Source: an optimization exercise on an open RTL-to-GDS flow (aim: small area, a short achievable clock period and few clock cycles per item). Production flows keep margins and buffers that such runs may drop. Only simulation tests tie the RTL to the original design; equivalence was not proved. Power figures rest on the tool's default switching activity, not on a simulated workload.

// wildcard_signature_scanner_core
module wildcard_signature_scanner_core
#(
    parameter int PATTERN_BYTES = 24
)
(
    input  logic                              clk,
    input  logic                              rst_n,
    input  logic                              cfg_valid,
    output logic                              cfg_ready,
    input  logic [wss_pkg::CFG_INDEX_W-1:0]   cfg_index,
    input  logic [wss_pkg::CFG_DATA_W-1:0]    cfg_data,
    input  logic                              item_valid,
    output logic                              item_stall,
    input  logic [7:0]                        data_byte,
    input  logic                              last_byte,
    output logic                              result_valid,
    input  logic                              result_stall,
    output logic                              found,
    output logic [wss_pkg::OFFSET_W-1:0]      match_offset
);
    localparam int OW = wss_pkg::OFFSET_W;
    localparam int CW = OW + 1;
    localparam int SW = wss_pkg::SKIP_W;
    wss_pkg::cfg_t                     cfg;
    logic [2:0]                        pattern_written;
    logic                              care_written;
    logic                              skip_written;
    logic                              distance_written;
    logic [SW-1:0]                     skip;
    logic                              a_valid;
    logic                              in_first_reg;
    logic                              a_last;
    logic                              stall_reg;
    logic                              first_reg;
    logic                              done_reg;
    logic                              past_reg;
    logic [PATTERN_BYTES-1:0]          prefix_reg;
    logic [SW-1:0]                     remain_reg;
    logic                              reached_reg;
    logic [CW-1:0]                     start_reg;
    logic                              at_dist_reg;
  ...
For scale: ~1200 cells after synthesis, ~110 I/O pins.
clock: 11.0 ns
lec_check: 0
cap_margin: 20
core_margin: 2
core_utilization: 30
cts_cluster_diameter: 70
cts_cluster_size: 24
place_density: 0.9
slew_margin: 20
standard.sh (not shown) runs the stock make flow with config.mk's settings and CLKGATE_MAP_FILE= SYNTH_SCRIPT=/design/flow/synth_recipe.tcl, a recipe that flattens the netlist after the stock synthesis.
==> flow/flow/run.sh <==
#!/bin/bash
# Layout flow: the standard layout (standard synthesis, floorplan, placement,
# CTS, routing) with two changes: timing repair aims at a larger setup slack than
# the default of 0, so that the achieved period, not just the 11 ns clock, is
# optimised; and the port buffers are plain buf_2 cells. The SDC, the clock
# period and every other step are the standard flow's own.
set -euo pipefail
export SETUP_SLACK_MARGIN=7.8
export BUFFER_PORTS_ARGS="-buffer_cell sky130_fd_sc_hd__buf_2"
bash standard.sh finish > orfs_make.log 2>&1
Testbench counts at the start, summed over its fixed seeds: cycles 72,767, bytes 72,386.
Then changed:
--- a/flow/config.mk
+++ b/flow/config.mk
@@ -8,7 +8,7 @@
 export CAP_MARGIN = 20
 export CORE_MARGIN = 2
-export CORE_UTILIZATION = 30
+export CORE_UTILIZATION = 40
 export CTS_CLUSTER_DIAMETER = 70
 export CTS_CLUSTER_SIZE = 24
-export PLACE_DENSITY = 0.9
+export PLACE_DENSITY = 0.75
 export SLEW_MARGIN = 20
=> Power goes up by about 2%; combinational power goes down by about 4%; setup slack gains 53 ps; synthesized cell count stays the same; critical path depth is unchanged; via count goes down by 3.0%; final area goes down by about 0.6%; first-iteration DRC count goes down by 26%; wire length goes down by about 6%; hold slack loses 16 ps.
Then changed:
--- a/flow/flow/run.sh
+++ b/flow/flow/run.sh
@@ -6,5 +6,5 @@
 # period and every other step are the standard flow's own.
 set -euo pipefail
-export SETUP_SLACK_MARGIN=7.8
+export SETUP_SLACK_MARGIN=7.75
 export BUFFER_PORTS_ARGS="-buffer_cell sky130_fd_sc_hd__buf_2"
 bash standard.sh finish > orfs_make.log 2>&1
--- a/flow/config.mk
+++ b/flow/config.mk
@@ -8,5 +8,5 @@
 export CAP_MARGIN = 20
 export CORE_MARGIN = 2
-export CORE_UTILIZATION = 40
+export CORE_UTILIZATION = 30
 export CTS_CLUSTER_DIAMETER = 70
 export CTS_CLUSTER_SIZE = 24
Outcome:
- sequential cell count does not change
- total power fell by 0.55%
- cell area is about the same
- synthesized cell count does not change
Then changed:
==> flow/flow/run.sh (replaced) <==
#!/bin/bash
# Layout flow: the standard layout (standard synthesis, floorplan, placement,
# CTS, routing) with these changes: timing repair aims at a larger setup slack
# than the default of 0, so that the achieved period, not just the 11 ns clock,
# is optimised; the port buffers are plain buf_2 cells; and the buffers Yosys/ABC
# put into the netlist are removed at floorplan, leaving buffering to the
# placement and timing repair steps. The SDC, the clock period and every other
# step are the standard flow's own.
set -euo pipefail
export SETUP_SLACK_MARGIN=7.8
export BUFFER_PORTS_ARGS="-buffer_cell sky130_fd_sc_hd__buf_2"
export REMOVE_ABC_BUFFERS=1
bash standard.sh finish > orfs_make.log 2>&1
=>
- area after synthesis does not change
- die area stays the same
- via count is higher slightly
- non-clock buffer count went up by 2
- setup slack gets worse by 16 ps
- maximum frequency decreases slightly
- design area climbs slightly


wildcard_signature_scanner_core again, from the RTL that the note above started with.
Settings: LEC_CHECK=0, CAP_MARGIN=20, CORE_MARGIN=2, CORE_UTILIZATION=30, CTS_CLUSTER_DIAMETER=70, CTS_CLUSTER_SIZE=24, PLACE_DENSITY=0.75, SLEW_MARGIN=20; clock period 11.0 ns.
==> flow/flow/run.sh <==
#!/bin/bash
# Layout flow: the standard layout (standard synthesis, floorplan, placement,
# CTS, routing) with two changes: timing repair aims at a larger setup slack than
# the default of 0, so that the achieved period, not just the 11 ns clock, is
# optimised; and the port buffers are plain buf_2 cells. The SDC, the clock
# period and every other step are the standard flow's own.
set -euo pipefail
export SETUP_SLACK_MARGIN=7.8
export BUFFER_PORTS_ARGS="-buffer_cell sky130_fd_sc_hd__buf_2"
bash standard.sh finish > orfs_make.log 2>&1
Testbench counts at the start, summed over its fixed seeds: cycles 72,767, bytes 72,386.
Next try:
Settings changed: CAP_MARGIN 20 to 10, SLEW_MARGIN 20 to 10.
Outcome: The changed run finished clean; routed wire length stays the same; critical path depth stays the same; sequential cell count does not change; count of clock-buffer cells in the layout is unchanged; cell area stays the same; die area is unchanged; first-iteration DRC count does not change; via count does not change; clock power barely changes; sequential share of layout area is unchanged.
Next try:
Settings changed: CAP_MARGIN 10 to 20, PLACE_DENSITY 0.75 to 0.8, SLEW_MARGIN 10 to 20.
After rerunning: The new run produced a clean layout. Sequential share of layout area barely changes. Synthesized cell count does not change. First-iteration DRC count increases by 20%. Clock-buffer cell count increases by 6. Hold slack got worse by 0.010 ns. Final area barely changes. Routed wire length decreases by 0.65%.
Next try:
--- a/flow/flow/run.sh
+++ b/flow/flow/run.sh
@@ -8 +8 @@
-export SETUP_SLACK_MARGIN=7.8
+export SETUP_SLACK_MARGIN=7.9
Settings changed: PLACE_DENSITY 0.8 to 0.75.
=> Via count goes up by 2.4%; critical path depth is unchanged; synthesized cell count does not change; flip-flop and latch count stays the same; worst setup slack gets better by 0.026 ns; maximum frequency goes up by 0.78%.
Next try:
--- a/flow/flow/run.sh
+++ b/flow/flow/run.sh
@@ -8 +8 @@
-export SETUP_SLACK_MARGIN=7.9
+export SETUP_SLACK_MARGIN=7.8
Settings changed: GPL_TIMING_DRIVEN set to 0.
The changed run finished with timing, DRC and antenna clean; power goes up slightly; global-route usage goes up by 1.3 points; routed wire length goes up by a few percent; die area stays the same; cell count goes up by a few percent; worst setup slack is worse by 0.015 ns; utilization goes up by 1.6 points; maximum frequency goes down slightly; via count goes up by a few percent; clock power goes up by a little under a tenth.
Next try:
Settings changed: GPL_TIMING_DRIVEN 0 to unset, PLACE_DENSITY 0.75 to unset.
The new run completed without violations.
Final area went down by 6.9%.
Global-route usage drops by 1.1 points.
Via count falls by 8.6%.
Hold slack improved by 0.0049 ns.
Sequential share of layout area went up by 3.9 points.
Area after synthesis stays the same.
Clock-buffer cell count came out higher by 2.
Clock skew is higher by 0.0077 ns.
Setup slack barely changes.
Non-clock buffer count decreases by 79.


wildcard_signature_scanner_core, a different RTL version from the one above (not shown whole).
For scale: roughly 1,400 cells after synthesis, about 0.018 sq mm of cells after synthesis.
// wildcard_signature_scanner_core
module wildcard_signature_scanner_core
#(
    parameter int PATTERN_BYTES = 24
)
(
    input  logic                              clk,
    input  logic                              rst_n,
    input  logic                              cfg_valid,
    output logic                              cfg_ready,
    input  logic [wss_pkg::CFG_INDEX_W-1:0]   cfg_index,
    input  logic [wss_pkg::CFG_DATA_W-1:0]    cfg_data,
    input  logic                              item_valid,
    output logic                              item_stall,
    input  logic [7:0]                        data_byte,
    input  logic                              last_byte,
    output logic                              result_valid,
    input  logic                              result_stall,
    output logic                              found,
    output logic [wss_pkg::OFFSET_W-1:0]      match_offset
);
    localparam int OW = wss_pkg::OFFSET_W;
    localparam int CW = OW + 1;
    localparam int SW = wss_pkg::SKIP_W;
    wss_pkg::cfg_t                     cfg;
    logic [2:0]                        pattern_written;
    logic                              care_written;
    logic                              a_valid;
    logic [PATTERN_BYTES-1:0]          a_pos;
    logic                              a_last;
    logic                              stall_reg;
    logic                              first_reg;
    logic                              done_reg;
    logic                              past_reg;
    logic [PATTERN_BYTES-1:0]          prefix_reg;
    logic [SW-1:0]                     skipped_reg;
    logic                              reached_reg;
  ...
==> flow/config.mk <==
export PLATFORM = sky130hd
export DESIGN_NAME = wildcard_signature_scanner_core
export DESIGN_NICKNAME = wildcard_signature_scanner_core
export VERILOG_FILES = /design/flow/design.v
export SDC_FILE = /design/flow/constraint.sdc
export NUM_CORES = 4
export LEC_CHECK = 0
export CAP_MARGIN = 20
export CORE_MARGIN = 2
export CORE_UTILIZATION = 30
export SLEW_MARGIN = 20
==> flow/constraint.sdc <==
create_clock -name core_clock -period 11.0 [get_ports {clk}]
set_input_delay 2.2000 -clock core_clock [delete_from_list [all_inputs] [get_ports {clk}]]
set_output_delay 2.2000 -clock core_clock [all_outputs]
set_load 0.01 [all_outputs]
==> flow/flow/run.sh <==
#!/bin/bash
# Layout flow: the standard layout (standard synthesis, floorplan, placement,
# CTS, routing) with one change: timing repair aims at a larger setup slack than
# the default of 0, so that the achieved period, not just the 11 ns clock, is
# optimised. The SDC, the clock period and every other step are the standard flow's own.
set -euo pipefail
export SETUP_SLACK_MARGIN="${WSS_SETUP_MARGIN:-7.5}"
bash standard.sh finish > orfs_make.log 2>&1
Testbench counts at the start, summed over its fixed seeds: cycles 72,767, bytes 72,386.
Rerun with:
==> flow/run.sh (new file) <==
#!/bin/bash
# synth_recipe.tcl (not shown) runs the flow's synth.tcl, then flattens the netlist and writes it again
# the make line also repeats each setting of config.mk as NAME=value (left out here)
make -C /OpenROAD-flow-scripts/flow DESIGN_CONFIG=/design/flow/config.mk WORK_HOME=/design/flow/orfs CLKGATE_MAP_FILE= SYNTH_SCRIPT=/design/flow/synth_recipe.tcl finish
removed: flow/flow/run.sh
removed: flow/standard.sh
Via count goes up by 0.36%.
Power falls by 2.7%.
Clock power falls by about 8%.
Core utilization fell by 0.85 points.
Cell count drops by 0.69%.
Count of clock-buffer cells in the layout drops by 7.
Setup slack gets worse by 0.56 ns.
Die area does not change.
Worst hold slack is worse by 0.0039 ns.
Sequential power hardly moves.
Final area is lower by 2.3%.

## port drivers added, routing unchanged
The flow's constraints put no driver on any port. The routed layouts listed below were extracted and timed again, unchanged, in two steps. Step 1 sets driving cells, clkbuf_16 on the clock port and buf_2 on the other inputs (assumed; they add their load-dependent delay and slew). Step 2 moves the port delays by t, midway between the first and last clock arrival at a register: inputs arrive t later, outputs are due t later. That takes back most of the time a late clock gives input paths. Three values: ideal, step 1, step 2; two values: the first two.
| run | shift t [ns] | setup slack, ns | hold slack, ns | latest minus earliest clock arrival (ns) | worst data-port slew with drivers (ns) |
|---|---|---|---|---|---|
| the first run of note 1 | 0.590 | 7.665 / 7.615 / 7.184 | 0.526 / 0.526 / 0.526 | 0.017 / 0.018 | 0.18 |
| the second run of note 1 | 0.593 | 7.718 / 7.670 / 7.250 | 0.510 / 0.510 / 0.510 | 0.023 / 0.023 | 0.07 |
| the third run of note 1 | 0.589 | 7.696 / 7.645 / 7.218 | 0.515 / 0.515 / 0.515 | 0.017 / 0.016 | 0.12 |
| the fourth run of note 1 | 0.601 | 7.680 / 7.627 / 7.232 | 0.578 / 0.578 / 0.578 | 0.028 / 0.029 | 0.08 |
| the first run of note 2 | 0.583 | 7.731 / 7.683 / 7.187 | 0.539 / 0.539 / 0.539 | 0.014 / 0.013 | 0.19 |
| the second run of note 2 | 0.583 | 7.731 / 7.683 / 7.187 | 0.539 / 0.539 / 0.539 | 0.014 / 0.013 | 0.19 |
| the third run of note 2 | 0.603 | 7.685 / 7.637 / 7.244 | 0.528 / 0.528 / 0.528 | 0.029 / 0.029 | 0.12 |
| the fourth run of note 2 | 0.587 | 7.711 / 7.661 / 7.167 | 0.540 / 0.540 / 0.540 | 0.024 / 0.023 | 0.26 |
| the fifth run of note 2 | 0.593 | 7.695 / 7.646 / 7.107 | 0.522 / 0.522 / 0.522 | 0.019 / 0.019 | 0.11 |
| the sixth run of note 2 | 0.603 | 7.696 / 7.641 / 7.165 | 0.527 / 0.527 / 0.527 | 0.022 / 0.023 | 0.11 |
| the first run of note 3 | 0.605 | 7.521 / 7.505 / 6.946 | 0.462 / 0.462 / 0.462 | 0.020 / 0.020 | 0.07 |
| the second run of note 3 | 0.613 | 6.961 / 6.994 / 6.382 | 0.458 / 0.458 / 0.458 | 0.034 / 0.035 | 0.09 |
After both steps setup and hold are still met in every run listed. For the fifth run of note 2, which loses most, drivers alone change the setup slack by -0.049 ns; drivers and shift together by -0.588 ns.
